Context: an optimization exercise on an open-source flow, tuned for small area and a short achievable clock period. The choices shown serve that exercise and are no tape-out recipe.
Function was checked by simulation only, so behaviour that the tests miss may differ from the original.
No driver is modelled on the clock port, so clocking that relies on it looks cheaper here than on a real chip.
No activity file was given, so power comes from the tool's default toggle rates.

`flow/flow/run.sh`:
```
#!/bin/bash
# The standard layout with three changes:
#  - the netlist from the standard synthesis gets an inverter-removal pass
#    (flow/polarity.py) and has the full adders on carry-propagate paths split
#    into faster gates (flow/faconv.py), and its two carry-propagate adders
#    rebuilt as parallel-prefix adders (flow/cparebuild.py) before
#    floorplanning; registers and
#    ports are untouched, and the result is kept only if Yosys proves it
#    equivalent to the standard netlist
#  - the ports get plain buffers (buf_2) instead of delay cells
#  - timing repair may resize cells across footprints
set -e
R=orfs/results/sky130hd/fir_filter/base
VARS=(MATCH_CELL_FOOTPRINT=0 "BUFFER_PORTS_ARGS=-buffer_cell sky130_fd_sc_hd__buf_2")
bash standard.sh "${VARS[@]}" synth > synth.log 2>&1
cp $R/1_2_yosys.v before.v
python3 flow/polarity.py before.v pol.v 20000 > polarity.log 2>&1
python3 flow/faconv.py pol.v fa.v >> polarity.log 2>&1
python3 flow/cparebuild.py fa.v after.v >> polarity.log 2>&1
# internal nets of the two netlists must not pair by name: the pass flips some
sed -E 's/\b(_[0-9]{4}_)/\1g/g; s/\b(_pol[0-9]{4}_)/\1g/g; s/\\(dsum|ysum|c23)\[/\\\1g[/g' after.v > after_renamed.v
sed "s#LIBFILE#$FLOW_HOME/platforms/sky130hd/lib/sky130_fd_sc_hd__tt_025C_1v80.lib#" flow/eq.ys > eq.ys
YOSYS=$(command -v yosys || echo /OpenROAD-flow-scripts/tools/install/yosys/bin/yosys)
if "$YOSYS" -q -l eq.log eq.ys > eq_stdout.log 2>&1; then
  echo "equivalence proven, using the pass" >> polarity.log
  cp after.v $R/1_2_yosys.v
  rm -f $R/1_synth.odb $R/1_synth.sdc
else
  echo "equivalence NOT proven, keeping the standard netlist" >> polarity.log
fi
bash standard.sh "${VARS[@]}" finish > standard.log 2>&1
```
`flow/flow/cparebuild.py`:
```
#!/usr/bin/env python3
"""Rebuild the two carry-propagate adders of fir_filter as Sklansky adders.

The output register y takes ys + yc and the register d takes
line[14] - line[13] (17 bits, sign-extended), both cleared by rst.  The
registers ysg, ysg2 (copies of y[23]) get the same sum bit as y[23].  Synthesis
maps these adders with slow complex gates; this pass removes the logic cone
between those registers (cells used only by the cone) and puts in its place a
parallel-prefix adder built from xor2 / and2 / a21o cells, followed by the
reset gate.  Registers, ports and all other logic are untouched; the result is
checked for equivalence by the flow before it is used.

usage: cparebuild.py IN.v OUT.v
"""
import re
import sys
from collections import defaultdict
sys.path.insert(0, __import__('os').path.dirname(__file__))
from polarity import parse, P, OUTPINS

src, dst = sys.argv[1], sys.argv[2]
head, decls, cells = parse(open(src).read())

driver = {}
loads = defaultdict(list)
for ci, c in enumerate(cells):
    for p, n in c['pins']:
        n = n.strip()
        if p in OUTPINS:
            driver[n] = ci
        else:
            loads[n].append(ci)

flop = {}   # (name, index) -> cell index
for ci, c in enumerate(cells):
    if c['type'].startswith(P + 'dfxtp'):
        m = re.match(r'\\(\w+)((?:\[\d+\])*)\$', c['name'].strip())
        if m:
            idx = tuple(int(x) for x in re.findall(r'\d+', m.group(2)))
            flop[(m.group(1),) + idx] = ci


def fpin(key, pin):
    return dict((p, n.strip()) for p, n in cells[flop[key]]['pins'])[pin]


new_cells = []
new_wires = []
cnt = [0]


def gate(typ, ins, outpin):
    n = '_cpa%04d_' % cnt[0]
    new_wires.append(n)
    new_cells.append({'type': P + typ, 'name': '_cpag%04d_' % cnt[0],
                      'pins': ins + [(outpin, n)]})
    cnt[0] += 1
    return n


def adder2(a, b, binv, ci):
    W = len(a)
    p, g = [], []
    for i in range(W):
        if b[i] is None:
            p.append(a[i]); g.append(None)
        elif binv:
            p.append(gate('xnor2_1', [('A', a[i]), ('B', b[i])], 'Y'))
            g.append(gate('nor2b_1', [('A', b[i]), ('B_N', a[i])], 'Y'))
        else:
            p.append(gate('xor2_1', [('A', a[i]), ('B', b[i])], 'X'))
            g.append(gate('and2_1', [('A', a[i]), ('B', b[i])], 'X'))
    G, Pp = list(g), list(p)
    if ci:
        if b[0] is None:
            raise SystemExit('carry-in with constant b0 not handled')
        G[0] = gate('nand2b_1', [('A_N', a[0]), ('B', b[0])], 'Y') if binv else \
            gate('or2_1', [('A', a[0]), ('B', b[0])], 'X')
    L = 0
    while (1 << L) < W:
        L += 1
    # which (level, bit) propagate terms are needed: P[l][j] for low blocks is
    # never needed (only G of the low block); P of the high block is needed
    for l in range(L):
        NG, NP = list(G), list(Pp)
        for i in range(W):
            if (i >> l) & 1:
                j = ((i >> l) << l) - 1
                gh, ph, glo = G[i], Pp[i], G[j]
                if glo is None:
                    NG[i] = gh
                elif gh is None:
                    NG[i] = gate('and2_1', [('A', ph), ('B', glo)], 'X')
                else:
                    NG[i] = gate('a21o_1', [('A1', ph), ('A2', glo), ('B1', gh)], 'X')
                # group propagate needed only if bit i merges again later as a
                # high block, i.e. some higher level l2 has bit l2 of i set
                if any((i >> l2) & 1 for l2 in range(l + 1, L)):
                    NP[i] = gate('and2_1', [('A', ph), ('B', Pp[j])], 'X')
                else:
                    NP[i] = None
        G, Pp = NG, NP
    sums = []
    for i in range(W):
        if i == 0:
            sums.append(gate('inv_1', [('A', p[0])], 'Y') if ci else p[0])
        elif G[i - 1] is None:
            sums.append(p[i])
        else:
            sums.append(gate('xor2_1', [('A', p[i]), ('B', G[i - 1])], 'X'))
    return sums


rst = 'rst'
targets = []
# y = ys + yc
ya = [fpin(('ys', i), 'Q') for i in range(24)]
yb = [fpin(('yc', i), 'Q') if ('yc', i) in flop else None for i in range(24)]
yd = [fpin(('y', i), 'D') for i in range(24)]
# d = line[14] - line[13], 17 bits
da = [fpin(('line', 14, min(i, 15)), 'Q') for i in range(17)]
db = [fpin(('line', 13, min(i, 15)), 'Q') for i in range(17)]
dd = [fpin(('d', i), 'D') for i in range(17)]
# ysg, ysg2, ... if the design has them, are more copies of y[23]
sg = [fpin(k, 'D') for k in sorted(flop) if len(k) == 1 and k[0].startswith('ysg')]

# cone between the target D nets and the source Q nets / ports
stop = set(ya) | set(x for x in yb if x) | set(da) | set(db) | {rst}
cone = set()
stack = [driver[n] for n in yd + dd + sg]
while stack:
    ci = stack.pop()
    if ci in cone or cells[ci]['type'].startswith(P + 'dfxtp'):
        continue
    cone.add(ci)
    for p, n in cells[ci]['pins']:
        n = n.strip()
        if p not in OUTPINS and n not in stop and n in driver:
            stack.append(driver[n])
# keep cone cells that also feed logic outside the cone
targets_d = set(yd + dd + sg)
changed = True
while changed:
    changed = False
    for ci in list(cone):
        for p, n in cells[ci]['pins']:
            n = n.strip()
            if p in OUTPINS:
                if any(l not in cone for l in loads[n]) and n not in targets_d:
                    cone.discard(ci)
                    changed = True
                    break
sys.stderr.write('cparebuild: removing %d cells\n' % len(cone))

ysum = adder2(ya, yb, False, 0)
dsum = adder2(da, db, True, 1)
# reset gates drive the original D nets
for s, dn in list(zip(ysum, yd)) + list(zip(dsum, dd)) + [(ysum[23], n) for n in sg]:
    new_cells.append({'type': P + 'nor2b_1', 'name': '_cpag%04d_' % cnt[0],
                      'pins': [('A', rst), ('B_N', s), ('Y', dn)]})
    cnt[0] += 1

out = [c for ci, c in enumerate(cells) if ci not in cone] + new_cells
sys.stderr.write('cparebuild: adding %d cells\n' % len(new_cells))
lines = [head.rstrip('\n')] + [d for d in decls if d.strip()] + ['  wire %s;' % w for w in new_wires]
for c in out:
    lines.append('  %s %s (' % (c['type'], c['name']))
    lines.append(',\n'.join('    .%s(%s)' % (p, n + ' ' if n.startswith('\\') else n) for p, n in c['pins']))
    lines.append('  );')
lines.append('endmodule')
open(dst, 'w').write('\n'.join(lines) + '\n')
```
`flow/flow/eq.ys`:
```
# Equivalence of the netlist before and after flow/polarity.py, registers paired by name.
read_liberty -ignore_miss_func -overwrite -setattr liberty_cell LIBFILE
read_verilog before.v
rename fir_filter gold
read_verilog after_renamed.v
rename fir_filter gate
hierarchy -check
flatten
opt_clean
equiv_make gold gate eq
hierarchy -top eq
equiv_simple -seq 1
equiv_induct
equiv_status -assert
```
`flow/flow/faconv.py`:
```
#!/usr/bin/env python3
"""Split the full adders of carry-propagate adders into discrete gates.

A full adder with two inputs straight from flip-flops or ports and the third
from logic (a carry) sits on the carry path of a
carry-propagate adder.  The sky130 full-adder cell is slow from that input,
so each such cell becomes ha(a, b) -> (p, g), sum = xor2(p, c) and
carry = a21o(p, c, g), which compute the same two outputs.

usage: faconv.py IN.v OUT.v
"""
import sys
sys.path.insert(0, __import__('os').path.dirname(__file__))
from polarity import parse, P, OUTPINS

src, dst = sys.argv[1], sys.argv[2]
head, decls, cells = parse(open(src).read())
driver = {}
for ci, c in enumerate(cells):
    for p, n in c['pins']:
        if p in OUTPINS:
            driver[n.strip()] = ci


def base_type(n):
    seen = 0
    while n in driver and cells[driver[n]]['type'] == P + 'inv_1' and seen < 10:
        n = dict(cells[driver[n]]['pins'])['A'].strip()
        seen += 1
    if n not in driver:
        return 'port'
    return cells[driver[n]]['type'][len(P):]


out = []
new_wires = []
k = 0
for c in cells:
    if c['type'].startswith(P + 'fa_'):
        pins = dict((p, n.strip()) for p, n in c['pins'])
        kinds = [base_type(pins[x]) for x in ('A', 'B', 'CIN')]
        seq = [t.startswith('dfxtp') or t == 'port' for t in kinds]
        if sum(seq) == 2:
            ci = [x for x, s in zip(('A', 'B', 'CIN'), seq) if not s][0]
            ab = [pins[x] for x, s in zip(('A', 'B', 'CIN'), seq) if s]
            cn = pins[ci]
            pn, gn = '_fap%03d_' % k, '_fag%03d_' % k
            new_wires += [pn, gn]
            nm = c['name'].strip()
            out.append({'type': P + 'ha_1', 'name': '%s_h' % nm.lstrip('\\'),
                        'pins': [('A', ab[0]), ('B', ab[1]), ('COUT', gn), ('SUM', pn)]})
            if 'SUM' in pins:
                out.append({'type': P + 'xor2_1', 'name': '%s_s' % nm.lstrip('\\'),
                            'pins': [('A', pn), ('B', cn), ('X', pins['SUM'])]})
            if 'COUT' in pins:
                out.append({'type': P + 'a21o_1', 'name': '%s_c' % nm.lstrip('\\'),
                            'pins': [('A1', pn), ('A2', cn), ('B1', gn), ('X', pins['COUT'])]})
            k += 1
            continue
    out.append(c)
sys.stderr.write('faconv: %d full adders split\n' % k)
lines = [head.rstrip('\n')] + [d for d in decls if d.strip()] + ['  wire %s;' % w for w in new_wires]
for c in out:
    lines.append('  %s %s (' % (c['type'], c['name']))
    lines.append(',\n'.join('    .%s(%s)' % (p, n + ' ' if n.startswith('\\') else n) for p, n in c['pins']))
    lines.append('  );')
lines.append('endmodule')
open(dst, 'w').write('\n'.join(lines) + '\n')
```
`flow/flow/polarity.py`:
```
#!/usr/bin/env python3
"""Inverter removal for a flat sky130hd gate netlist written by Yosys.

Full adders are self-dual: fa(~a, ~b, ~c) = (~sum, ~cout).  Synthesis leaves
many inverters between full adders (and between flip-flops and full adders)
because it chose the adders' polarity locally.  This pass chooses, for every
full adder, whether it computes the true or the complemented signals, so as to
need as few inverters as possible.  Two-input AND-of-literal gates (nor2,
nor2b, and2) are re-typed to take whichever polarity of an input is at hand.
Every other cell input, every flip-flop and every port keeps its exact logic
value, so the netlist stays equivalent to the input, register for register.

usage: polarity.py IN.v OUT.v
"""
import re
import sys
from collections import defaultdict

P = 'sky130_fd_sc_hd__'
OUTPINS = {'X', 'Y', 'Q', 'SUM', 'COUT', 'HI', 'LO'}
AREA = {'inv_1': 3.7536, 'nor2_1': 3.7536, 'nor2b_1': 6.256, 'and2_1': 6.256}


def parse(text):
    m = re.search(r'^module .*?;\n', text, re.M | re.S)
    head_end = m.end()
    body = text[head_end:]
    decl_lines = []
    cells = []
    pos = 0
    inst_re = re.compile(r'\s*(\S+)\s+(\S+|\\\S+ )\s*\((.*?)\);\n', re.S)
    lines = body.split('\n')
    # declarations: lines starting with input/output/wire; instances after
    i = 0
    while i < len(lines) and re.match(r'\s*(input|output|wire|inout)\b', lines[i]) or (i < len(lines) and lines[i].strip() == ''):
        decl_lines.append(lines[i])
        i += 1
    rest = '\n'.join(lines[i:])
    endm = rest.rindex('endmodule')
    inst_text = rest[:endm]
    for m in re.finditer(r'(\S+)\s+(\\\S+ |\S+)\s*\((.*?)\);', inst_text, re.S):
        typ, name, conns = m.group(1), m.group(2), m.group(3)
        pins = []
        for pm in re.finditer(r'\.(\w+)\(((?:\\\S+ |[^()])*)\)', conns):
            pins.append((pm.group(1), pm.group(2).strip()))
        cells.append({'type': typ, 'name': name, 'pins': pins})
    leftover = re.sub(r'(\S+)\s+(\\\S+ |\S+)\s*\((.*?)\);', '', inst_text, flags=re.S).strip()
    if leftover:
        raise SystemExit('unparsed netlist text: ' + leftover[:200])
    return text[:head_end], decl_lines, cells


def key(net):
    return net.strip()


def main():
    src, dst = sys.argv[1], sys.argv[2]
    text = open(src).read()
    head, decls, cells = parse(text)

    driver = {}
    loads = defaultdict(list)
    for ci, c in enumerate(cells):
        for p, n in c['pins']:
            if p in OUTPINS:
                driver[key(n)] = (ci, p)
            else:
                loads[key(n)].append((ci, p))

    def is_inv(ci):
        return cells[ci]['type'] == P + 'inv_1'

    def pin(ci, name):
        for p, n in cells[ci]['pins']:
            if p == name:
                return key(n)
        return None

    # base signal and inversion of every net
    base = {}

    def resolve(n):
        if n in base:
            return base[n]
        d = driver.get(n)
        if d is not None and is_inv(d[0]):
            b, v = resolve(pin(d[0], 'A'))
            base[n] = (b, v ^ 1)
        else:
            base[n] = (n, 0)
        return base[n]

    fas = [ci for ci, c in enumerate(cells) if c['type'].startswith(P + 'fa_')]
    fa_index = {ci: k for k, ci in enumerate(fas)}
    andlits = {P + 'nor2_1': {'A': 1, 'B': 1}, P + 'nor2b_1': {'A': 1, 'B_N': 0},
               P + 'and2_1': {'A': 0, 'B': 0}}

    # every non-inverter load pin: (cell, pin, base signal, needed inversion)
    uses = []
    for ci, c in enumerate(cells):
        if is_inv(ci):
            continue
        for p, n in c['pins']:
            if p in OUTPINS:
                continue
            k = key(n)
            if k in ('', "1'b0", "1'b1") or k.startswith("1'"):
                uses.append((ci, p, None, 0))
                continue
            b, v = resolve(k)
            if c['type'] in andlits:
                # literal polarity inside the AND: needed value = signal ^ (pin is inverting)
                v = v ^ andlits[c['type']][p]
            uses.append((ci, p, b, v))
    # output ports read nets directly: inverters that drive ports must stay
    port_nets = set()
    for dl in decls:
        m = re.match(r'\s*output\s+(\[(\d+):(\d+)\]\s+)?(\S+);', dl)
        if m:
            if m.group(1):
                for i in range(int(m.group(3)), int(m.group(2)) + 1):
                    port_nets.add('%s[%d]' % (m.group(4), i))
            else:
                port_nets.add(m.group(4))
    for pn in port_nets:
        if pn in driver:
            b, v = resolve(pn)
            uses.append((None, pn, b, v))

    flip = [0] * len(fas)

    def phys(b):
        d = driver.get(b)
        if d is not None and d[0] in fa_index:
            return flip[fa_index[d[0]]]
        return 0

    def cost():
        need = set()
        area = 0.0
        groups = defaultdict(list)
        for ci, p, b, v in uses:
            if b is None:
                continue
            if ci is not None and ci in fa_index:
                v ^= flip[fa_index[ci]]
            if ci is not None and cells[ci]['type'] in andlits:
                groups[ci].append((p, b, v))
                continue
            if v != phys(b):
                need.add(b)
        for ci, lits in groups.items():
            # choose per literal the polarity at hand; count the cell area
            npos = 0
            for p, b, v in lits:
                # literal wants value sig^v ... v is the required inversion of
                # the base signal inside the AND; 1 means the AND uses ~base
                have = phys(b)
                # if the physical net is the complement of base, the literal
                # ~base is available uninverted
                lit_neg = v ^ have  # 1: gate pin must invert its input
                npos += (lit_neg == 0)
            area += {0: AREA['nor2_1'], 1: AREA['nor2b_1'], 2: AREA['and2_1']}[npos]
        return len(need) * AREA['inv_1'] + area

    import random
    rng = random.Random(1)
    start = cost()

    def greedy():
        best = cost()
        improved = True
        while improved:
            improved = False
            for k in range(len(fas)):
                flip[k] ^= 1
                c = cost()
                if c < best - 1e-9:
                    best = c
                    improved = True
                else:
                    flip[k] ^= 1
        return best

    best = greedy()
    best_flip = list(flip)
    # annealing from the greedy result
    cur = best
    T = 4.0
    for it in range(int(sys.argv[3]) if len(sys.argv) > 3 else 20000):
        k = rng.randrange(len(fas))
        flip[k] ^= 1
        c = cost()
        if c <= cur or rng.random() < pow(2.718, (cur - c) / T):
            cur = c
            if c < best - 1e-9:
                best = c
                best_flip = list(flip)
        else:
            flip[k] ^= 1
        T = max(0.05, T * 0.9997)
    flip[:] = best_flip
    best = greedy()
    sys.stderr.write('polarity: cost %.1f -> %.1f um2 (%d of %d full adders flipped)\n'
                     % (start, best, sum(flip), len(fas)))

    # rebuild the netlist
    inv_net = {}
    new_wires = []
    new_cells = []

    def inverted(b):
        if b not in inv_net:
            n = '_pol%04d_' % len(inv_net)
            inv_net[b] = n
            new_wires.append(n)
            new_cells.append({'type': P + 'inv_1', 'name': '_polinv%04d_' % (len(inv_net) - 1),
                              'pins': [('A', b), ('Y', n)]})
        return inv_net[b]

    def netfor(b, v):
        return b if v == phys(b) else inverted(b)

    use_of = {}
    for ci, p, b, v in uses:
        use_of[(ci, p)] = (b, v)
    out_cells = []
    keep_inv = set()
    # inverters driving output ports directly are kept only if still needed
    for ci, c in enumerate(cells):
        if is_inv(ci):
            continue
        nc = {'type': c['type'], 'name': c['name'], 'pins': []}
        if c['type'] in andlits:
            lits = []
            for p, n in c['pins']:
                if p in OUTPINS:
                    continue
                b, v = use_of[(ci, p)]
                lits.append((b, v))
            outnet = [n for p, n in c['pins'] if p in OUTPINS][0]
            pos = []
            neg = []
            for b, v in lits:
                if b is None:
                    raise SystemExit('constant on AND gate')
                if v ^ phys(b):
                    neg.append(b)
                else:
                    pos.append(b)
            if len(pos) == 0:
                nc['type'] = P + 'nor2_1'
                nc['pins'] = [('A', neg[0]), ('B', neg[1]), ('Y', outnet)]
            elif len(pos) == 1:
                nc['type'] = P + 'nor2b_1'
                nc['pins'] = [('A', neg[0]), ('B_N', pos[0]), ('Y', outnet)]
            else:
                nc['type'] = P + 'and2_1'
                nc['pins'] = [('A', pos[0]), ('B', pos[1]), ('X', outnet)]
            out_cells.append(nc)
            continue
        for p, n in c['pins']:
            if p in OUTPINS or (ci, p) not in use_of or use_of[(ci, p)][0] is None:
                nc['pins'].append((p, n))
                continue
            b, v = use_of[(ci, p)]
            if ci in fa_index:
                v ^= flip[fa_index[ci]]
            nc['pins'].append((p, netfor(b, v)))
        out_cells.append(nc)
    # output ports: drive each port net with the right polarity
    for pn in sorted(port_nets):
        d = driver.get(pn)
        if d is None:
            continue
        if is_inv(d[0]):
            b, v = base[pn]
            src_net = netfor(b, v ^ 1)
            # port net must carry base^v: invert a net carrying base^(v^1)
            out_cells.append({'type': P + 'inv_1', 'name': cells[d[0]]['name'],
                              'pins': [('A', src_net), ('Y', pn)]})
        else:
            b, v = base[pn]
            if v != 0 or phys(b) != 0:
                raise SystemExit('port %s driven by a flipped cell' % pn)
    out_cells += new_cells

    lines = [head.rstrip('\n')]
    lines += [d for d in decls if d.strip()]
    for w in new_wires:
        lines.append('  wire %s;' % w)
    for c in out_cells:
        lines.append('  %s %s (' % (c['type'], c['name']))
        lines.append(',\n'.join('    .%s(%s)' % (p, n + ' ' if n.startswith('\\') else n) for p, n in c['pins']))
        lines.append('  );')
    lines.append('endmodule')
    open(dst, 'w').write('\n'.join(lines) + '\n')
    n_inv_before = sum(1 for c in cells if c['type'] == P + 'inv_1')
    n_inv_after = sum(1 for c in out_cells if c['type'] == P + 'inv_1')
    sys.stderr.write('polarity: inverters %d -> %d\n' % (n_inv_before, n_inv_after))


if __name__ == '__main__':
    main()
```
`flow/standard.sh`:
```
#!/bin/bash
# synth_recipe.tcl (not shown) runs the flow's synth.tcl, then flattens the netlist and writes it again
# the make line also repeats each setting of config.mk as NAME=value (left out here)
make -C /OpenROAD-flow-scripts/flow DESIGN_CONFIG=/design/flow/config.mk WORK_HOME=/design/flow/orfs CLKGATE_MAP_FILE= SYNTH_SCRIPT=/design/flow/synth_recipe.tcl "${@:-finish}"
```
`flow/config.mk`:
```
export PLATFORM = sky130hd
export DESIGN_NAME = fir_filter
export DESIGN_NICKNAME = fir_filter
export VERILOG_FILES = /design/flow/design.v
export SDC_FILE = /design/flow/constraint.sdc
export NUM_CORES = 4
export LEC_CHECK = 0
export CAP_MARGIN = 20
export CORE_MARGIN = 2
export CORE_UTILIZATION = 55
export CTS_BUF_LIST = sky130_fd_sc_hd__clkbuf_16
export CTS_CLUSTER_DIAMETER = 100
export CTS_CLUSTER_SIZE = 30
export SETUP_SLACK_MARGIN = 3.85
export SLEW_MARGIN = 20
```
`flow/constraint.sdc`:
```
create_clock -name core_clock -period 6.0 [get_ports {clk}]
set_input_delay 1.2000 -clock core_clock [delete_from_list [all_inputs] [get_ports {clk}]]
set_output_delay 1.2000 -clock core_clock [all_outputs]
set_load 0.01 [all_outputs]
```
`flow/design.v`:
```
module fir_filter (
   input  logic               clk,
   input  logic               rst,
   input  logic signed [15:0] inp,
   output logic signed [39:0] outp
);
   localparam logic [23:0] G_RESET = 24'hFF8000;    
   localparam logic [23:0] G_CONST = 24'hEF0001;
   logic signed [15:0] line [15];
   logic        [23:0] ysum;        
   logic        [16:0] dsum;        
   logic signed [16:0] d;
   logic        [23:0] gs, gc;
   logic        [23:0] ys, yc;
   logic signed [23:0] y;
   logic               ysg;     
   logic               ysg2;    
   logic        [23:0] c23;     
   logic        [3:0]  cnt;     
   logic               v12;     
   logic        [23:0] xo, do16, nlo, gk;
   logic        [23:0] gs1, gc1, gs2, gc2, gs3, gc3;
   logic        [23:0] ys1, yc1, ys2, yc2, ys3, yc3;
   always_comb begin
      xo   = {8'd0, ~inp[15], inp[14:0]};                      
      do16 = {3'd0, ~d[16], d[15:0], 4'd0};                    
      nlo  = {8'd0, line[14][15], ~line[14][14:0]};           
      gk   = G_CONST;
      gs1 = gs ^ gc ^ do16;
      gc1 = ((gs & gc) | (gs & do16) | (gc & do16)) << 1;
      gs2 = gs1 ^ gc1 ^ nlo;
      gc2 = (((gs1 & gc1) | (gs1 & nlo) | (gc1 & nlo)) << 1) | (gk & 24'd1);
      gs3 = gs2 ^ gc2 ^ (xo | (gk & ~24'd1)) ;
      gc3 = ((gs2 & gc2) | (gs2 & (xo | (gk & ~24'd1))) | (gc2 & (xo | (gk & ~24'd1)))) << 1;
      ys1 = ys ^ yc ^ gs;
      yc1 = ((ys & yc) | (ys & gs) | (yc & gs)) << 1;
      ys2 = ys1 ^ yc1 ^ gc;
      yc2 = ((ys1 & yc1) | (ys1 & gc) | (yc1 & gc)) << 1;
      ys3 = ys2 ^ yc2 ^ xo;
      yc3 = ((ys2 & yc2) | (ys2 & xo) | (yc2 & xo)) << 1;
   end
   always_ff @(posedge clk) begin
      line[0] <= inp;
      for (int k = 1; k < 13; k++) line[k] <= line[k-1];
      if (rst) begin
         line[13] <= 16'sd0;
         line[14] <= 16'sd0;
         d        <= 17'sd0;
         gs       <= G_RESET;
         gc       <= 24'd0;
         ys       <= 24'd0;
         yc       <= 24'd0;
         y        <= 24'sd0;
         ysg      <= 1'b0;
         ysg2     <= 1'b0;
         cnt      <= 4'd0;
         v12      <= 1'b0;
      end else begin
         line[13] <= v12 ? line[12] : 16'sd0;
         line[14] <= line[13];
         d        <= dsum;
         gs       <= gs3;
         gc       <= gc3;
         ys       <= ys3;
         yc       <= yc3;
         y        <= ysum;
         ysg      <= ys[23] ^ yc[23] ^ c23[23];
         ysg2     <= ys[23] ^ yc[23] ^ (ys[22:0] > ~yc[22:0]);    
         if (cnt != 4'd15) cnt <= cnt + 4'd1;
         v12      <= (cnt >= 4'd12);
      end
   end
   add_pp #(.W(24)) u_ysum (.a(ys), .b(yc), .ci(1'b0), .s(ysum));
   add_pp #(.W(17)) u_dsum (.a({line[14][15], line[14]}), .b(~{line[13][15], line[13]}), .ci(1'b1), .s(dsum));
   assign c23  = {1'b0, ys[22:0]} + {1'b0, yc[22:0]};
   assign outp = {{6{ysg2}}, {5{ysg}}, {6{y[23]}}, y[22:0]};
endmodule
module add_pp #(
   parameter int W = 24
) (
   input  logic [W-1:0] a,
   input  logic [W-1:0] b,
   input  logic         ci,
   output logic [W-1:0] s
);
   localparam int L = (W > 16) ? 5 : (W > 8) ? 4 : (W > 4) ? 3 : 2;    
   logic [W-1:0] p, g;
   logic [W-1:0] gp [L+1];
   logic [W-1:0] pp [L+1];
   always_comb begin
      p = a ^ b;
      g = a & b;
      gp[0] = g;
      pp[0] = p;
      gp[0][0] = g[0] | (p[0] & ci);
      for (int l = 0; l < L; l++) begin
         gp[l+1] = gp[l];
         pp[l+1] = pp[l];
         for (int i = 0; i < W; i++) begin
            if (((i >> l) & 1) == 1) begin
               gp[l+1][i] = gp[l][i] | (pp[l][i] & gp[l][((i >> l) << l) - 1]);
               pp[l+1][i] = pp[l][i] & pp[l][((i >> l) << l) - 1];
            end
         end
      end
      s[0] = p[0] ^ ci;
      for (int i = 1; i < W; i++) s[i] = p[i] ^ gp[L][i-1];
   end
endmodule
```
==> implementation parameters, run 1 <==
Parameter                              Value

Floorplanning
  Starting utilization of the core area    0.557
  Die width    between 150 and 200 um
  Std-Cell Core Area    around 0.024 sq mm
  Standard-cell row count    57
  Area of the die    0.0257 sq mm
  Total I/O pin count    58
  Die Y    roughly 160 um

Min path
  WHS Path Cells    0
  HP Class    reg -> reg

Finish
  Layout cell share with drive strength beyond 1    0.139
  Fraction of the core area covered by cells at the end of the flow    0.608
  Layout net count    1217
  Area growth from synthesis to layout    9.17%

Power and ir drop
  Max rail drop VDD    364 uV
  Total power per unit cell area    482 mW/mm^2
  Leakage power    6.72 nW
  Switching power    2.17 mW
  Internal power summed over all cells    4.90 mW
  Clk network pwr share    0.173
  Final Power    slightly above 7 mW
  Combinational power share    0.362
  Seq pwr share    0.464
  Switching power as a share of total power    0.307

Clocking
  Clock transition at path regs    between 0.1 and 0.15 ns
  TritonCTS Sinks    382
  H-tree depth    1
  Insertion delay of the later-clocked pin in the worst-skew pair    0.53 ns
  Max Root-Sink Buffers    3
  TritonCTS clock tree    done
  Post-cts hold buffer count    0
  Clk Tree Root Cell    sky130_fd_sc_hd__clkbuf_16
  Number of clock buffers inserted by TritonCTS    16

Detailed routing
  Via count of the routed design    6391
  Routed wirelength normalized by instance count    13.7 um
  Total wire length    19000 um
  First drt pass iteration count    4
  Initial DRC count    230
  Via density    4.60
  Remaining antenna violation count after routing    0
  DRC    0

Critical path
  Cell depth of the worst setup path    1
  Classification of the worst setup path    reg -> out
  Number of cell instances on the worst register-to-register path    4
  Largest delay share family, worst path    flip-flops
  Critical Path, Cell by Cell    buf_2
  Highest fanout seen on the critical path    6
  Largest stage delay, worst path    0.37 ns
  Slowest stage cell on the critical path    sky130_fd_sc_hd__dfxtp_4
  Number of buffers and inverters on the critical path    1
  Worst-case register-to-register setup slack    3.86 ns
  Crit path arrival time    between 1 and 1.5 ns
  Endpoint class of the critical path    output pin
  Data required time at the worst endpoint    4.80 ns
  Kind of start point of the critical path    flip-flop

Place
  Final HPWL DP    ~13000 um
  Port Buffer Count    57
  Pre-CTS worst setup slack    3.51 ns
  GP Congestion    0.772

Timing
  Slew HR    0.499
  Count of final max-slew check failures    0
  Share of the clock period used by the worst path after layout    0.368
  Worst-margin pin slew    0.752 ns
  Hold Fails Final Rpt    0
  Final critical delay including setup and external delays    between 2 and 2.5 ns
  Setup repair after global routing missed its margin    yes
  Final setup TNS    0 ns
  Setup violation total in the final timing report    0
  Clock tree skew after final layout    0.0301 ns
  F_max    453 MHz
  Crit path setup slack, layout    3.79 ns

GRT
  Via count of the first global-routing pass    ~6300
  Overflow left after global routing    0
  First-pass GRT wire length    around 32000 um
  Initial antenna violation count    1
  Maximum number of pins on one net before global-route repair    159
  Total global routing track utilization    0.155

Status
  Result of the run  no timing/DRC/antenna violations

Run
  Max-cap violations    0

Synthesis
  Area of the mapped netlist    0.0134 sq mm
  Net count of the mapped netlist    1171
  Count of synthesis-stage warnings from yosys    8
  Mean Syn Cell Area    13.2 sq um
  Synthesized netlist cell count    1016
-- final cells by class --
type	instances	area (sq um)
Antenna cell	1	2.50
Inverter	32	120
Clock inverter	4	31.3
Sequential cell	382	7730
Tap cell	324	405
Timing Repair Buffer	63	415
Multi-Input combinational cell	567	5540
Fill cell	2007	9460
Clock buffer	16	400
-- flip-flops by register name, summed over array words and instances, names as in the netlist, 4 cells and up --
| register | count |
|---|---|
| gc | 23 |
| cnt | 4 |
| d | 17 |
| y | 24 |
| gs | 24 |
| ys | 24 |
| line | 240 |
| yc | 23 |
-- layout by cell type (no fill, tap or decap), types with 2 or more instances in the layout --
| master | instances |
|---|---|
| sky130_fd_sc_hd__a21o_1 | 74 |
| sky130_fd_sc_hd__a21o_4 | 4 |
| sky130_fd_sc_hd__and2_1 | 80 |
| sky130_fd_sc_hd__buf_2 | 46 |
| sky130_fd_sc_hd__buf_4 | 5 |
| sky130_fd_sc_hd__buf_6 | 10 |
| sky130_fd_sc_hd__clkbuf_16 | 16 |
| sky130_fd_sc_hd__dfxtp_1 | 331 |
| sky130_fd_sc_hd__dfxtp_2 | 42 |
| sky130_fd_sc_hd__dfxtp_4 | 9 |
| sky130_fd_sc_hd__fa_1 | 102 |
| sky130_fd_sc_hd__fa_2 | 2 |
| sky130_fd_sc_hd__ha_1 | 33 |
| sky130_fd_sc_hd__inv_1 | 33 |
| sky130_fd_sc_hd__nand2_1 | 2 |
| sky130_fd_sc_hd__nand2b_1 | 8 |
| sky130_fd_sc_hd__nand3_1 | 2 |
| sky130_fd_sc_hd__nor2_1 | 14 |
| sky130_fd_sc_hd__nor2b_1 | 149 |
| sky130_fd_sc_hd__nor3_1 | 2 |
| sky130_fd_sc_hd__xnor2_1 | 22 |
| sky130_fd_sc_hd__xor2_1 | 60 |
| sky130_fd_sc_hd__xor2_2 | 3 |
-- power by group through the flow --
stage	Sequential (mW)	Combinational, mW	Clock [mW]
4_1_cts	3.26	2.62	1.28
5_1_grt	3.34	3.07	1.36
3_5_place_dp	3.30	2.57	0
6_report	3.28	2.56	1.22
3_3_place_gp	3.29	2.52	0
2_1_floorplan	3.27	2.03	0
-- what timing repair did --
action / in CTS / in global routing
setup buffers: 1 / 3
endpoints found under the setup margin: 61 / 80
gates resized for setup: 25 / 61
pin swaps: 8 / 38
-- metrics by stage --
stage | cells | hold WS, ns | cell area, sq um
floorplan | 1016 | 0.310 | 13400
finish | 1389 | 0.323 | 14600
global placement | 1363 | 0.310 | 13900
detailed placement | 1364 | 0.312 | 14000
CTS | 1385 | 0.321 | 14500
global route | 1388 | 0.325 | 14600
-- metal layers --
layer  track usage  up-vias  part of all wire
met4        0.0352        0             0.019
met1         0.224     3082              0.50
met3        0.0226       24             0.029
met5             0        -                 0
met2         0.251       63              0.45
li1              -     3222                 -
-- worst paths after layout --
check / start / endpoint
max: y[23] / outp[27]
min: line[11][5] / line[12][5]
max reg2reg: d[11] / gs[15]
min reg2reg: line[11][5] / line[12][5]
==> inputs of run 2 (changes only) <==
--- a/flow/flow/run.sh
+++ b/flow/flow/run.sh
@@ -1,4 +1,4 @@
 #!/bin/bash
-# The standard layout with three changes:
+# The standard layout with four changes:
 #  - the netlist from the standard synthesis gets an inverter-removal pass
 #    (flow/polarity.py) and has the full adders on carry-propagate paths split
@@ -10,4 +10,6 @@
 #  - the ports get plain buffers (buf_2) instead of delay cells
 #  - timing repair may resize cells across footprints
+#  - the clock tree loses its middle level (flow/cts_flatten.tcl): the root
+#    clock buffer drives the leaf clock buffers directly
 set -e
 R=orfs/results/sky130hd/fir_filter/base
@@ -29,3 +31,5 @@
   echo "equivalence NOT proven, keeping the standard netlist" >> polarity.log
 fi
+bash standard.sh "${VARS[@]}" cts > cts.log 2>&1
+ODB=$R/4_cts.odb openroad -no_init -exit flow/cts_flatten.tcl > cts_flatten.log 2>&1
 bash standard.sh "${VARS[@]}" finish > standard.log 2>&1
==> flow/flow/cts_flatten.tcl (new file) <==
# Drop the middle level of the clock tree: the root clock buffer drives the
# leaf clock buffers directly. Every register still gets the clock through
# two buffers (root and leaf), all of the same kind.
read_db $::env(ODB)
set block [ord::get_db_block]
set root [$block findInst clkbuf_0_clk]
if {$root eq "NULL" || $root eq ""} { puts "no root clock buffer"; exit 0 }
set rootnet [[$root findITerm X] getNet]
set removed 0
foreach it [$rootnet getITerms] {
  set inst [$it getInst]
  if {[$inst getName] eq [$root getName]} continue
  if {![$it isInputSignal]} continue
  if {![string match "clkbuf_1_*" [$inst getName]]} continue
  set out [[$inst findITerm X] getNet]
  foreach sink [$out getITerms] {
    if {[[$sink getInst] getName] eq [$inst getName]} continue
    $sink disconnect
    $sink connect $rootnet
  }
  odb::dbInst_destroy $inst
  odb::dbNet_destroy $out
  incr removed
}
puts "cts_flatten: removed $removed middle-level clock buffers"
write_db $::env(ODB)
==> implementation parameters, run 2 <==
Parameter                              Value

Power and ir drop
  Max rail drop VDD    363 uV (was 364 uV)
  Final Power    6.98 mW (was 7.07 mW)
  Seq pwr share    0.470 (was 0.464)
  Internal power summed over all cells    4.83 mW (was 4.90 mW)
  Combinational power share    0.367 (was 0.362)
  Switching power as a share of total power    0.308 (was 0.307)
  Leakage power    6.69 nW (was 6.72 nW)
  Clk network pwr share    0.164 (was 0.173)
  Switching power    2.15 mW (was 2.17 mW)
  Total power per unit cell area    478 mW/mm^2 (was 482 mW/mm^2)

Timing
  Clock tree skew after final layout    0.0146 ns (was 0.0301 ns)
  F_max    459 MHz (was 453 MHz)
  Hold Fails Final Rpt    0 (unchanged)
  Share of the clock period used by the worst path after layout    0.363 (was 0.368)
  Final setup TNS    0 ns (unchanged)
  Setup violation total in the final timing report    0 (unchanged)
  Count of final max-slew check failures    0 (unchanged)
  Hold WS    0.323 ns (about the same)
  Final critical delay including setup and external delays    2.18 ns (was 2.21 ns)
  Worst-margin pin slew    0.763 ns (was 0.752 ns)
  Setup repair after global routing missed its margin    yes (unchanged)
  Slew HR    0.491 (was 0.499)

Finish
  Filler cell count in the final layout    2012 (was 2007)
  Layout cell share with drive strength beyond 1    0.137 (was 0.139)
  Layout net count    1215 (was 1217)
  Reg with most FFs    line (unchanged)
  Area growth from synthesis to layout    8.79% (was 9.17%)
  Most common library cell in the layout ignoring fill and taps    sky130_fd_sc_hd__dfxtp_1 (unchanged)
  Commonest cells after routing, fill and taps aside    sky130_fd_sc_hd__dfxtp_1, sky130_fd_sc_hd__nor2b_1, sky130_fd_sc_hd__fa_1 (unchanged)
  Fraction of the core area covered by cells at the end of the flow    0.606 (was 0.608)
  Number of flip-flops under the largest register name    240 (unchanged)

Critical path
  Kind of start point of the critical path    flip-flop (unchanged)
  Classification of the worst setup path    reg -> out (unchanged)
  Endpoint class of the critical path    output pin (unchanged)
  Slowest stage cell on the critical path    sky130_fd_sc_hd__dfxtp_4 (unchanged)
  Highest fanout seen on the critical path    6 (unchanged)
  Largest stage delay, worst path    0.37 ns (about the same)
  Critical Path, Cell by Cell    buf_2 (unchanged)
  Largest delay share family, worst path    flip-flops (unchanged)
  Crit path arrival time    0.98 ns (was 1.01 ns)
  Data required time at the worst endpoint    4.80 ns (about the same)
  Number of buffers and inverters on the critical path    1 (unchanged)

Floorplanning
  Standard-cell row count    57 (unchanged)
  Starting utilization of the core area    0.557 (unchanged)
  Total I/O pin count    58 (unchanged)
  Area of the die    0.0257 sq mm (unchanged)
  Die Y    160 um (unchanged)
  Die width    160 um (unchanged)
  Std-Cell Core Area    0.0241 sq mm (unchanged)

GRT
  Via count of the first global-routing pass    6305 (was 6336)
  Initial antenna violation count    1 (unchanged)
  Maximum number of pins on one net before global-route repair    159 (unchanged)
  First-pass GRT wire length    31800 um (was 31900 um)
  Overflow left after global routing    0 (unchanged)
  Most heavily used metal layer in global routing    met2 (unchanged)
  Total global routing track utilization    0.162 (was 0.155)
  Met2 routing resource usage after global routing    0.251 (unchanged)
  GR met1 Demand/Resource    0.224 (unchanged)
  Global routing met3 resource utilization    0.0356 (was 0.0226)

Clocking
  Clk Tree Root Cell    sky130_fd_sc_hd__clkbuf_16 (unchanged)
  Insertion delay of the later-clocked pin in the worst-skew pair    0.49 ns (was 0.53 ns)
  Post-cts hold buffer count    0 (unchanged)
  TritonCTS clock tree    done (unchanged)
  TritonCTS Sinks    382 (unchanged)
  Number of clock buffers inserted by TritonCTS    16 (unchanged)
  H-tree depth    1 (unchanged)
  Max Root-Sink Buffers    3 (unchanged)
  Clock transition at path regs    0.11 ns (about the same)

Place
  Port Buffer Count    57 (unchanged)
  Final HPWL DP    13500 um (unchanged)
  GP Congestion    0.772 (unchanged)

Synthesis
  Net count of the mapped netlist    1171 (unchanged)
  Mean Syn Cell Area    13.2 sq um (unchanged)
  Count of synthesis-stage warnings from yosys    8 (unchanged)
  Area of the mapped netlist    0.0134 sq mm (unchanged)
  Synthesized netlist cell count    1016 (unchanged)

Detailed routing
  Total wire length    18900 um (was 19000 um)
  First drt pass iteration count    4 (unchanged)
  Remaining antenna violation count after routing    0 (unchanged)
  DRC    0 (unchanged)
  Initial DRC count    227 (was 230)
  Via count of the routed design    6370 (was 6391)
  Via density    4.59 (was 4.60)
  Routed wirelength normalized by instance count    13.6 um (was 13.7 um)

Status
  Result of the run  no timing/DRC/antenna violations (unchanged)

Min path
  HP Class    reg -> reg (unchanged)

Run
  Max-cap violations    0 (unchanged)
==> run 2: layout make-up <==
cell class	count	area, sq um	area share
repair buffers	63	415	0.0285
multi-input cells	567	5540	0.379
inverters	32	120	0.00823
clock buffers	14	350	0.0240
well taps	324	405	0.0278
clock inverters	4	31.3	0.00214
flip-flops and latches	382	7730	0.530
diodes	1	2.50	0.000171
==> run 2: power groups by stage <==
stage	Sequential, mW	Clock, mW	Combinational (mW)
2_1_floorplan	3.27	0	2.03
3_3_place_gp	3.29	0	2.52
3_5_place_dp	3.30	0	2.57
4_1_cts	3.26	1.28	2.62
5_1_grt	3.34	1.28	3.07
6_report	3.28	1.14	2.56
==> run 2: stage by stage <==
step           instance area (sq um)  std cells  setup WS [ns]
2_1_floorplan                  13400       1016           3.86
3_3_place_gp                   13900       1363           3.16
3_5_place_dp                   14000       1364           3.51
4_1_cts                        14500       1385           3.77
5_1_grt                        14600       1386           3.76
6_report                       14600       1387           3.82
==> run 2: repair_timing <==
| action | CTS | global route |
|---|---|---|
| pin swaps | 8 | 38 |
| buffers inserted | 1 | 3 |
| setup endpoints to repair | 61 | 79 |
| gates resized for setup | 25 | 61 |
| hold endpoints to repair | 0 | 0 |
==> run 2: path summary, 6_finish.rpt <==
check	from	end	slack, ns	depth (start not counted)
max	y[23]	outp[27]	3.82	1
min	line[11][5]	line[12][5]	0.32	0
max reg2reg	d[11]	gs[15]	3.86	4
min reg2reg	line[11][5]	line[12][5]	0.32	0
==> run 2: layer usage <==
metal / up-vias / share of wire
li1: 3216 / -
met1: 3076 / 0.50
met2: 60 / 0.45
met3: 18 / 0.026
met4: 0 / 0.017
met5: - / 0
==> inputs of run 3 (changes only) <==
--- a/flow/flow/run.sh
+++ b/flow/flow/run.sh
@@ -10,6 +10,6 @@
 #  - the ports get plain buffers (buf_2) instead of delay cells
 #  - timing repair may resize cells across footprints
-#  - the clock tree loses its middle level (flow/cts_flatten.tcl): the root
-#    clock buffer drives the leaf clock buffers directly
+#  - the clock tree loses its root buffer (flow/cts_flatten.tcl): the clock
+#    port drives the middle-level clock buffers directly
 set -e
 R=orfs/results/sky130hd/fir_filter/base
==> flow/flow/cts_flatten.tcl (replaced) <==
# Drop the root level of the clock tree: the clock port drives the (two)
# middle-level clock buffers directly, and they drive the leaf buffers. Every
# register still gets the clock through two buffers of the same kind.
read_db $::env(ODB)
set block [ord::get_db_block]
set root [$block findInst clkbuf_0_clk]
if {$root eq "NULL" || $root eq ""} { puts "no root clock buffer"; exit 0 }
set clknet [[$root findITerm A] getNet]
set rootnet [[$root findITerm X] getNet]
set mids {}
foreach it [$rootnet getITerms] {
  set inst [$it getInst]
  if {[$inst getName] eq [$root getName]} continue
  lappend mids $it
}
if {[llength $mids] > 4} { puts "cts_flatten: root drives [llength $mids] cells, left as is"; exit 0 }
foreach it $mids {
  $it disconnect
  $it connect $clknet
}
odb::dbInst_destroy $root
odb::dbNet_destroy $rootnet
puts "cts_flatten: clock port now drives [llength $mids] clock buffers directly"
write_db $::env(ODB)
==> implementation parameters, run 3 <==
Parameter                              Value

Timing
  Slew HR    0.488 (was 0.491)
  Final critical delay including setup and external delays    2.14 ns (was 2.18 ns)
  Clock tree skew after final layout    0.0274 ns (was 0.0146 ns)
  Hold Fails Final Rpt    0 (unchanged)
  Share of the clock period used by the worst path after layout    0.357 (was 0.363)
  Setup repair after global routing missed its margin    yes (unchanged)
  Final setup TNS    0 ns (unchanged)
  F_max    467 MHz (was 459 MHz)
  Worst-margin pin slew    0.768 ns (was 0.763 ns)
  Count of final max-slew check failures    0 (unchanged)
  Setup violation total in the final timing report    0 (unchanged)

Place
  Port Buffer Count    57 (unchanged)
  Final HPWL DP    13500 um (unchanged)
  GP Congestion    0.772 (unchanged)
  Number of instances in the placed design    1364 (unchanged)

Detailed routing
  Initial DRC count    232 (was 227)
  DRC    0 (unchanged)
  Total wire length    18900 um (about the same)
  First drt pass iteration count    5 (was 4)
  Remaining antenna violation count after routing    0 (unchanged)
  Via density    4.59 (about the same)
  Routed wirelength normalized by instance count    13.6 um (about the same)
  Via count of the routed design    6366 (was 6370)

Clocking
  Insertion delay of the later-clocked pin in the worst-skew pair    0.39 ns (was 0.49 ns)
  TritonCTS clock tree    done (unchanged)
  Clk Tree Root Cell    sky130_fd_sc_hd__clkbuf_16 (unchanged)
  H-tree depth    1 (unchanged)
  Max Root-Sink Buffers    3 (unchanged)
  TritonCTS Sinks    382 (unchanged)
  Number of clock buffers inserted by TritonCTS    16 (unchanged)
  Clock transition at path regs    0.11 ns (about the same)
  Post-cts hold buffer count    0 (unchanged)

Finish
  Reg with most FFs    line (unchanged)
  Most common library cell in the layout ignoring fill and taps    sky130_fd_sc_hd__dfxtp_1 (unchanged)
  Layout net count    1216 (was 1215)
  Layout cell share with drive strength beyond 1    0.133 (was 0.137)
  Total area of multi-input combinational cells    0.00553 sq mm (was 0.00554 sq mm)
  Number of flip-flops under the largest register name    240 (unchanged)
  Commonest cells after routing, fill and taps aside    sky130_fd_sc_hd__dfxtp_1, sky130_fd_sc_hd__nor2b_1, sky130_fd_sc_hd__fa_1 (unchanged)
  Fraction of the core area covered by cells at the end of the flow    0.604 (was 0.606)
  Filler cell count in the final layout    2016 (was 2012)
  FF+latch area    0.00772 sq mm (was 0.00773 sq mm)
  Count of non-filler cells in the finished layout    1388 (was 1387)
  Area growth from synthesis to layout    8.56% (was 8.79%)

Status
  Result of the run  no timing/DRC/antenna violations (unchanged)

GRT
  Initial antenna violation count    1 (unchanged)
  Total global routing track utilization    0.155 (was 0.162)
  First-pass GRT wire length    31900 um (was 31800 um)
  Maximum number of pins on one net before global-route repair    159 (unchanged)
  Via count of the first global-routing pass    6329 (was 6305)
  Overflow left after global routing    0 (unchanged)

Power and ir drop
  Max rail drop VDD    364 uV (was 363 uV)
  Total power per unit cell area    479 mW/mm^2 (was 478 mW/mm^2)
  Leakage power    6.69 nW (about the same)

Min path
  HP Class    reg -> reg (unchanged)

Critical path
  Data required time at the worst endpoint    6.28 ns (was 4.80 ns)
  Largest stage delay, worst path    0.56 ns (was 0.37 ns)
  Critical Path Most Common Cell    sky130_fd_sc_hd__fa_1
  Worst-case register-to-register setup slack    3.86 ns (about the same)
  Kind of start point of the critical path    flip-flop (unchanged)
  Slowest stage cell on the critical path    sky130_fd_sc_hd__fa_1 (was sky130_fd_sc_hd__dfxtp_4)
  Endpoint class of the critical path    flip-flop (was output pin)
  Highest fanout seen on the critical path    1 (was 6)
  Critical Path, Cell by Cell    fa_1 > fa_1 > fa_1 > or2_4 (was buf_2)
  Classification of the worst setup path    reg -> reg (was reg -> out)
  Crit path arrival time    2.42 ns (was 0.98 ns)

Synthesis
  Count of synthesis-stage warnings from yosys    8 (unchanged)
  Mean Syn Cell Area    13.2 sq um (unchanged)
  Net count of the mapped netlist    1171 (unchanged)
  Synthesized netlist cell count    1016 (unchanged)
  Area of the mapped netlist    0.0134 sq mm (unchanged)

Floorplanning
  Std-Cell Core Area    0.0241 sq mm (unchanged)
  Die Y    160 um (unchanged)
  Standard-cell row count    57 (unchanged)
  Total I/O pin count    58 (unchanged)
  Starting utilization of the core area    0.557 (unchanged)
  Area of the die    0.0257 sq mm (unchanged)
  Die width    160 um (unchanged)

Run
  Max-cap violations    0 (unchanged)
run 3: repair_timing:
item	4_1_cts	5_1_grt
resized for setup	25	46
gates cloned	0	0
pin swaps	8	38
setup endpoints to repair	61	40
setup buffers	1	3
run 3: final timing paths:
check,startpoint,endpoint,cells past startpoint
setup reg to reg,d[11],gs[15],4
hold / removal,line[11][5],line[12][5],0
hold reg to reg,line[11][5],line[12][5],0
setup / recovery,d[11],gs[15],4
run 3: where the power goes:
group          switching [mW]  internal (mW)  total (mW)
Clock                   0.716          0.464        1.18
Sequential              0.289           2.98        3.27
Combinational            1.15           1.39        2.53
run 3: metrics by stage:
step | hold WS (ns) | cell area, sq um | worst slack, ns | total power [mW]
final | 0.323 | 14600 | 3.86 | 6.98
after global routing | 0.325 | 14600 | 3.78 | 7.68
after CTS | 0.321 | 14500 | 3.77 | 7.16
after detailed placement | 0.312 | 14000 | 3.51 | 5.87
after global placement | 0.310 | 13900 | 3.16 | 5.81
after floorplan | 0.310 | 13400 | 3.86 | 5.30
run 3: worst max-delay path, delay by kind of cell (launching register included):
family                   cells  cell delay [ns]
adder cells (fa/ha/maj)      3             1.47
AND/OR/NAND/NOR              1             0.23
flip-flops                   1             0.34
run 3: cell type report:
type | count | share of cell area
timing repair buffer | 63 | 0.0259
inverter | 32 | 0.00825
multi-input combinational | 567 | 0.380
tap | 324 | 0.0278
sequential | 382 | 0.530
antenna | 1 | 0.000172
clock buffer | 15 | 0.0258
clock inverter | 4 | 0.00215
run 3: per-layer routing:
| metal | vias up | GRT usage | part of all wire |
|---|---|---|---|
| met2 | 63 | 0.251 | 0.45 |
| met4 | 0 | 0.0352 | 0.020 |
| met5 | - | 0 | 0 |
| met3 | 23 | 0.0195 | 0.028 |
| li1 | 3215 | - | - |
| met1 | 3065 | 0.224 | 0.50 |
==> inputs of run 4 (changes only) <==
--- a/flow/flow/run.sh
+++ b/flow/flow/run.sh
@@ -4,6 +4,7 @@
 #    (flow/polarity.py) and has the full adders on carry-propagate paths split
 #    into faster gates (flow/faconv.py), and its two carry-propagate adders
-#    rebuilt as parallel-prefix adders (flow/cparebuild.py) before
-#    floorplanning; registers and
+#    rebuilt as parallel-prefix adders (flow/cparebuild.py), and the last
+#    level of its carry-save adders split into faster gates (flow/loopfa.py)
+#    before floorplanning; registers and
 #    ports are untouched, and the result is kept only if Yosys proves it
 #    equivalent to the standard netlist
@@ -19,5 +20,6 @@
 python3 flow/polarity.py before.v pol.v 20000 > polarity.log 2>&1
 python3 flow/faconv.py pol.v fa.v >> polarity.log 2>&1
-python3 flow/cparebuild.py fa.v after.v >> polarity.log 2>&1
+python3 flow/cparebuild.py fa.v cpa.v >> polarity.log 2>&1
+python3 flow/loopfa.py cpa.v after.v >> polarity.log 2>&1
 # internal nets of the two netlists must not pair by name: the pass flips some
 sed -E 's/\b(_[0-9]{4}_)/\1g/g; s/\b(_pol[0-9]{4}_)/\1g/g; s/\\(dsum|ysum|c23)\[/\\\1g[/g' after.v > after_renamed.v
==> flow/flow/loopfa.py (new file) <==
#!/usr/bin/env python3
"""Speed up the last level of the carry-save adders.

A full adder whose input comes from the sum output of another full adder, and
whose own sum output does not feed a full adder, is the last level of a
carry-save adder tree.  Its slow path runs from that late input to the sum.
Each such cell becomes sum = xor2(xor2(a, b), late) and carry = maj3(a, b,
late), which compute the same two outputs with the late input one xor2 away
from the sum.

usage: loopfa.py IN.v OUT.v
"""
import sys
from collections import defaultdict
sys.path.insert(0, __import__('os').path.dirname(__file__))
from polarity import parse, P, OUTPINS

src, dst = sys.argv[1], sys.argv[2]
head, decls, cells = parse(open(src).read())
driver = {}
loads = defaultdict(list)
for ci, c in enumerate(cells):
    for p, n in c['pins']:
        n = n.strip()
        if p in OUTPINS:
            driver[n] = (ci, p)
        else:
            loads[n].append(ci)


def src_of(n):
    """cell and pin behind a net, looking through inverters"""
    seen = 0
    while n in driver and cells[driver[n][0]]['type'] == P + 'inv_1' and seen < 10:
        n = dict((p, x.strip()) for p, x in cells[driver[n][0]]['pins'])['A']
        seen += 1
    return driver.get(n)


def is_fa(ci):
    return cells[ci]['type'].startswith(P + 'fa_')


def feeds_fa(n):
    todo, seen = [n], set()
    while todo:
        m = todo.pop()
        if m in seen:
            continue
        seen.add(m)
        for l in loads[m]:
            if is_fa(l):
                return True
            if cells[l]['type'] == P + 'inv_1':
                todo.append(dict((p, x.strip()) for p, x in cells[l]['pins'])['Y'])
    return False


out, new_wires, k = [], [], 0
for ci, c in enumerate(cells):
    if is_fa(ci):
        pins = dict((p, n.strip()) for p, n in c['pins'])
        late = [x for x in ('A', 'B', 'CIN')
                if (lambda d: d is not None and is_fa(d[0]) and d[1] == 'SUM')(src_of(pins[x]))]
        if late and 'SUM' in pins and not feeds_fa(pins['SUM']):
            lp = late[0]
            a, b = [pins[x] for x in ('A', 'B', 'CIN') if x != lp]
            t = '_lfa%03d_' % k
            new_wires.append(t)
            nm = c['name'].strip().lstrip('\\')
            out.append({'type': P + 'xor2_1', 'name': nm + '_t', 'pins': [('A', a), ('B', b), ('X', t)]})
            out.append({'type': P + 'xor2_1', 'name': nm + '_s', 'pins': [('A', t), ('B', pins[lp]), ('X', pins['SUM'])]})
            if 'COUT' in pins:
                out.append({'type': P + 'maj3_1', 'name': nm + '_c',
                            'pins': [('A', a), ('B', b), ('C', pins[lp]), ('X', pins['COUT'])]})
            k += 1
            continue
    out.append(c)
sys.stderr.write('loopfa: %d full adders split\n' % k)
lines = [head.rstrip('\n')] + [d for d in decls if d.strip()] + ['  wire %s;' % w for w in new_wires]
for c in out:
    lines.append('  %s %s (' % (c['type'], c['name']))
    lines.append(',\n'.join('    .%s(%s)' % (p, n + ' ' if n.startswith('\\') else n) for p, n in c['pins']))
    lines.append('  );')
lines.append('endmodule')
open(dst, 'w').write('\n'.join(lines) + '\n')
--- a/flow/config.mk
+++ b/flow/config.mk
@@ -12,4 +12,4 @@
 export CTS_CLUSTER_DIAMETER = 100
 export CTS_CLUSTER_SIZE = 30
-export SETUP_SLACK_MARGIN = 3.85
+export SETUP_SLACK_MARGIN = 4.0
 export SLEW_MARGIN = 20
==> implementation parameters, run 4 <==
Parameter                              Value

Detailed routing
  DRC    0 (unchanged)
  Remaining antenna violation count after routing    0 (unchanged)
  First drt pass iteration count    4 (was 5)
  Via density    4.61 (was 4.59)
  Via count of the routed design    6785 (was 6366)
  Total wire length    19500 um (was 18900 um)
  Initial DRC count    210 (was 232)
  Routed wirelength normalized by instance count    13.2 um (was 13.6 um)

Power and ir drop
  Clk network pwr share    0.152 (was 0.169)
  Total power per unit cell area    513 mW/mm^2 (was 479 mW/mm^2)
  Switching power    2.40 mW (was 2.15 mW)
  Leakage power    6.97 nW (was 6.69 nW)
  Switching power as a share of total power    0.308 (about the same)
  Internal power summed over all cells    5.39 mW (was 4.83 mW)
  Max rail drop VDD    334 uV (was 364 uV)
  Final Power    7.79 mW (was 6.98 mW)
  Combinational power share    0.423 (was 0.362)
  Seq pwr share    0.425 (was 0.469)

Clocking
  Number of clock buffers inserted by TritonCTS    16 (unchanged)
  Insertion delay of the later-clocked pin in the worst-skew pair    0.39 ns (about the same)
  H-tree depth    1 (unchanged)
  TritonCTS Sinks    382 (unchanged)
  Clock transition at path regs    0.11 ns (about the same)
  Post-cts hold buffer count    0 (unchanged)
  TritonCTS clock tree    done (unchanged)
  Max Root-Sink Buffers    3 (unchanged)
  Clk Tree Root Cell    sky130_fd_sc_hd__clkbuf_16 (unchanged)

Timing
  Slew HR    0.627 (was 0.488)
  Clock tree skew after final layout    0.0303 ns (was 0.0274 ns)
  Share of the clock period used by the worst path after layout    0.346 (was 0.357)
  Setup violation total in the final timing report    0 (unchanged)
  Final critical delay including setup and external delays    2.08 ns (was 2.14 ns)
  Final setup TNS    0 ns (unchanged)
  Hold Fails Final Rpt    0 (unchanged)
  Count of final max-slew check failures    0 (unchanged)
  Worst-margin pin slew    0.558 ns (was 0.768 ns)
  F_max    481 MHz (was 467 MHz)
  Setup repair after global routing missed its margin    yes (unchanged)

Critical path
  Critical Path, Cell by Cell    buf_2 (was fa_1 > fa_1 > fa_1 > or2_4)
  Classification of the worst setup path    reg -> out (was reg -> reg)
  Highest fanout seen on the critical path    6 (was 1)
  Number of cell instances on the worst register-to-register path    8 (was 4)
  Endpoint of the worst register-to-register path    y[23] (was gs[15])
  Slowest stage cell on the critical path    sky130_fd_sc_hd__dfxtp_4 (was sky130_fd_sc_hd__fa_1)
  Reg-to-Reg Start    ys[3] (was d[11])
  Kind of start point of the critical path    flip-flop (unchanged)
  Data required time at the worst endpoint    4.80 ns (was 6.28 ns)
  Endpoint class of the critical path    output pin (was flip-flop)
  First element of the critical path    ysg2 (was d[11])
  Largest delay share family, worst path    flip-flops (was adder cells)
  Crit path arrival time    0.88 ns (was 2.42 ns)
  Number of buffers and inverters on the critical path    1 (was 0)
  Largest stage delay, worst path    0.38 ns (was 0.56 ns)
  Worst-case register-to-register setup slack    3.99 ns (was 3.86 ns)

Min path
  Critical hold path startpoint    line[10][4] (was line[11][5])
  HP Class    reg -> reg (unchanged)
  Min-Delay Endpoint    line[11][4] (was line[12][5])
  WHS Path Cells    0 (unchanged)

GRT
  Maximum number of pins on one net before global-route repair    105 (was 159)
  Via count of the first global-routing pass    6828 (was 6329)
  First-pass GRT wire length    33000 um (was 31900 um)
  Initial antenna violation count    0 (was 1)
  Overflow left after global routing    0 (unchanged)
  Total global routing track utilization    0.156 (was 0.155)

Floorplanning
  Std-Cell Core Area    0.0244 sq mm (was 0.0241 sq mm)
  Total I/O pin count    58 (unchanged)
  Starting utilization of the core area    0.561 (was 0.557)
  Die Y    162 um (was 160 um)
  Standard-cell row count    57 (unchanged)
  Die width    162 um (was 160 um)
  Area of the die    0.0262 sq mm (was 0.0257 sq mm)

Finish
  Layout net count    1266 (was 1216)
  Area growth from synthesis to layout    11.1% (was 8.56%)
  # diodes    0 (was 1)
  Reg with most FFs    line (unchanged)
  Final design instance area without fill    0.0152 sq mm (was 0.0146 sq mm)
  Commonest cells after routing, fill and taps aside    sky130_fd_sc_hd__dfxtp_1, sky130_fd_sc_hd__nor2b_1, sky130_fd_sc_hd__xor2_1 (was sky130_fd_sc_hd__dfxtp_1, sky130_fd_sc_hd__nor2b_1, sky130_fd_sc_hd__fa_1)
  Number of flip-flops under the largest register name    240 (unchanged)
  Count of non-filler cells in the finished layout    1472 (was 1388)
  Layout cell share with drive strength beyond 1    0.179 (was 0.133)
  Fraction of the core area covered by cells at the end of the flow    0.623 (was 0.604)
  Most common library cell in the layout ignoring fill and taps    sky130_fd_sc_hd__dfxtp_1 (unchanged)

Synthesis
  Count of synthesis-stage warnings from yosys    8 (unchanged)
  Synthesized netlist cell count    1088 (was 1016)
  Mean Syn Cell Area    12.6 sq um (was 13.2 sq um)
  Net count of the mapped netlist    1207 (was 1171)
  Area of the mapped netlist    0.0137 sq mm (was 0.0134 sq mm)

Place
  GP Congestion    0.746 (was 0.772)
  Cell Area, Placed    0.0142 sq mm (was 0.0140 sq mm)
  Final HPWL DP    13700 um (was 13500 um)
  Port Buffer Count    57 (unchanged)
  Number of instances in the placed design    1435 (was 1364)

Status
  Result of the run  no timing/DRC/antenna violations (unchanged)

Run
  Max-cap violations    0 (unchanged)
==> run 4: timing repair <==
action / CTS / global route
buffers inserted: 14 / 5
pin swaps: 31 / 54
resized for setup: 68 / 91
endpoints found under the setup margin: 186 / 186
==> run 4: how the worst max path moves through the flow <==
| stage | to | depth (start not counted) |
|---|---|---|
| 2_1_floorplan | gc[10] | 4 |
| 4_1_cts | outp[39] | 1 |
| 3_3_place_gp | gs[20] | 3 |
| 6_report | outp[39] | 1 |
| 5_1_grt | outp[24] | 1 |
| 3_5_place_dp | gs[20] | 3 |
==> run 4: cell type report <==
cell class                 count  area, sq um
clock inverter                 3         28.8
tap                          324          405
clock buffer                  15          375
multi-input combinational    639         5970
sequential                   382         7770
fill                        2005         9190
inverter                      32          120
timing repair buffer          77          542
==> run 4: per-layer routing <==
layer	track usage	routed length [um]	vias up
li1	-	-	3492
met1	0.223	9810	3223
met2	0.259	8890	47
met3	0.0181	403	23
met4	0.0334	352	0
met5	0	0	-
==> run 4: power by group through the flow <==
stage / sequential [mW] / clock, mW / combinational [mW]
3_5_place_dp: 3.30 / 0 / 2.95
2_1_floorplan: 3.27 / 0 / 2.44
4_1_cts: 3.28 / 1.28 / 3.16
6_report: 3.32 / 1.18 / 3.30
5_1_grt: 3.38 / 1.32 / 3.75
3_3_place_gp: 3.29 / 0 / 2.91
==> run 4: through the flow <==
step / setup slack (ns) / hold WS [ns]
after floorplan: 4.00 / 0.310
after detailed placement: 2.97 / 0.312
after CTS: 3.77 / 0.319
final: 3.92 / 0.320
after global placement: 3.00 / 0.309
after global routing: 3.87 / 0.325
==> inputs of run 5 (changes only) <==
--- a/flow/config.mk
+++ b/flow/config.mk
@@ -12,4 +12,4 @@
 export CTS_CLUSTER_DIAMETER = 100
 export CTS_CLUSTER_SIZE = 30
-export SETUP_SLACK_MARGIN = 4.0
+export SETUP_SLACK_MARGIN = 4.1
 export SLEW_MARGIN = 20
==> implementation parameters, run 5 <==
Parameter                              Value

Status
  Result of the run  no timing/DRC/antenna violations (unchanged)

Clocking
  H-tree depth    1 (unchanged)
  Insertion delay of the later-clocked pin in the worst-skew pair    0.38 ns (was 0.39 ns)
  Clk Tree Root Cell    sky130_fd_sc_hd__clkbuf_16 (unchanged)
  TritonCTS clock tree    done (unchanged)
  Number of clock buffers inserted by TritonCTS    16 (unchanged)
  Max Root-Sink Buffers    3 (unchanged)
  Post-cts hold buffer count    0 (unchanged)
  TritonCTS Sinks    382 (unchanged)

Floorplanning
  Total I/O pin count    58 (unchanged)
  Standard-cell row count    57 (unchanged)
  Die width    162 um (unchanged)
  Std-Cell Core Area    0.0244 sq mm (unchanged)
  Die Y    162 um (unchanged)
  Area of the die    0.0262 sq mm (unchanged)

Critical path
  Endpoint of the worst register-to-register path    y[23] (unchanged)
  Kind of start point of the critical path    flip-flop (unchanged)
  Crit path arrival time    0.89 ns (was 0.88 ns)
  Number of cell instances on the worst register-to-register path    8 (unchanged)
  Endpoint class of the critical path    output pin (unchanged)
  Number of buffers and inverters on the critical path    1 (unchanged)
  Worst-case register-to-register setup slack    3.97 ns (was 3.99 ns)
  Highest fanout seen on the critical path    5 (was 6)
  Largest stage delay, worst path    0.39 ns (was 0.38 ns)
  Classification of the worst setup path    reg -> out (unchanged)
  Reg-to-Reg Start    ys[3] (unchanged)
  Largest delay share family, worst path    flip-flops (unchanged)
  Slowest stage cell on the critical path    sky130_fd_sc_hd__dfxtp_4 (unchanged)
  Data required time at the worst endpoint    4.80 ns (about the same)
  Critical Path, Cell by Cell    buf_2 (unchanged)

Power and ir drop
  Leakage power    7.13 nW (was 6.97 nW)
  Max rail drop VDD    312 uV (was 334 uV)
  Final Power    8.15 mW (was 7.79 mW)

Finish
  Final design instance area without fill    0.0156 sq mm (was 0.0152 sq mm)
  Area growth from synthesis to layout    14.0% (was 11.1%)
  Layout cell share with drive strength beyond 1    0.236 (was 0.179)
  Most common library cell in the layout ignoring fill and taps    sky130_fd_sc_hd__dfxtp_1 (unchanged)
  Commonest cells after routing, fill and taps aside    sky130_fd_sc_hd__dfxtp_1, sky130_fd_sc_hd__nor2b_1, sky130_fd_sc_hd__xor2_1 (unchanged)
  Number of flip-flops under the largest register name    240 (unchanged)
  Fraction of the core area covered by cells at the end of the flow    0.640 (was 0.623)
  Reg with most FFs    line (unchanged)
  Layout net count    1293 (was 1266)

Synthesis
  Synthesized netlist cell count    1088 (unchanged)
  Count of synthesis-stage warnings from yosys    8 (unchanged)
  Mean Syn Cell Area    12.6 sq um (unchanged)
  Net count of the mapped netlist    1207 (unchanged)
  Area of the mapped netlist    0.0137 sq mm (unchanged)

Timing
  Hold Fails Final Rpt    0 (unchanged)
  Slew HR    0.762 (was 0.627)
  Final critical delay including setup and external delays    2.09 ns (was 2.08 ns)
  Count of final max-slew check failures    0 (unchanged)
  Setup repair after global routing missed its margin    yes (unchanged)
  F_max    479 MHz (was 481 MHz)
  Worst-margin pin slew    0.355 ns (was 0.558 ns)

Min path
  Critical hold path startpoint    line[2][6] (was line[10][4])
  WHS Path Cells    0 (unchanged)
  Min-Delay Endpoint    line[3][6] (was line[11][4])

Detailed routing
  Routed wirelength normalized by instance count    13.3 um (was 13.2 um)
  DRC    0 (unchanged)
  Initial DRC count    205 (was 210)
  First drt pass iteration count    4 (unchanged)
  Via count of the routed design    6921 (was 6785)
  Total wire length    19900 um (was 19500 um)

Place
  GP Congestion    0.720 (was 0.746)
  Port Buffer Count    57 (unchanged)
  Cell Area, Placed    0.0142 sq mm (about the same)

Run
  Max-cap violations    0 (unchanged)

GRT
  Maximum number of pins on one net before global-route repair    62 (was 105)
  Total global routing track utilization    0.159 (was 0.156)
  Overflow left after global routing    0 (unchanged)
  First-pass GRT wire length    33500 um (was 33000 um)
==> run 5: how the worst max path moves through the flow <==
| stage | from | end | slack [ns] | cells after the start |
|---|---|---|---|---|
| final | ysg | outp[32] | 3.91 | 1 |
| after global routing | ysg | outp[33] | 3.86 | 1 |
| after CTS | ysg2 | outp[37] | 3.76 | 1 |
| after detailed placement | rst | line[13][1] | 3.05 | 4 |
| after global placement | rst | line[13][9] | 3.08 | 4 |
| after floorplan | yc[3] | y[23] | 4.08 | 8 |
==> run 5: routing by layer <==
layer	vias up	routed length, um	share of wire	global-route usage
li1	3544	-	-	-
met1	3303	10000	0.50	0.226
met2	55	9100	0.46	0.261
met3	19	403	0.020	0.0189
met4	0	393	0.020	0.0374
met5	-	0	0	0
==> run 5: layout make-up <==
type	count	area [sq um]
fillers	1931	8790
clock inverters	2	12.5
diodes	1	2.50
flip-flops and latches	382	7800
repair buffers	103	810
inverters	32	120
clock buffers	16	400
well taps	324	405
multi-input cells	640	6060
==> run 5: where the power goes <==
group / switching [mW] / internal [mW]
Clock: 0.708 / 0.487
Sequential: 0.313 / 3.01
Combinational: 1.45 / 2.18
Total: 2.47 / 5.67
==> run 5: repair_timing <==
| action | CTS | global route |
|---|---|---|
| setup endpoints to repair | 175 | 150 |
| pin swaps | 90 | 52 |
| setup buffers | 37 | 7 |
| endpoints found under the hold margin | 0 | 0 |
| resized for setup | 128 | 77 |
| gates cloned | 0 | 1 |
==> run 5: metrics by stage <==
step,hold slack [ns],setup slack (ns),std cells
CTS,0.334,3.76,1492
finish,0.331,3.91,1500
global placement,0.310,3.08,1436
global route,0.337,3.86,1499
detailed placement,0.312,3.05,1436
floorplan,0.310,4.08,1088

Re-timed with assumed drivers on the ports (clkbuf_16 on the clock, buf_2 on other inputs), run 5 has 3.847 ns of setup slack against 3.912 ns with ideal ports, and 3.682 ns once port delays also move by the mid clock arrival of 0.438 ns.
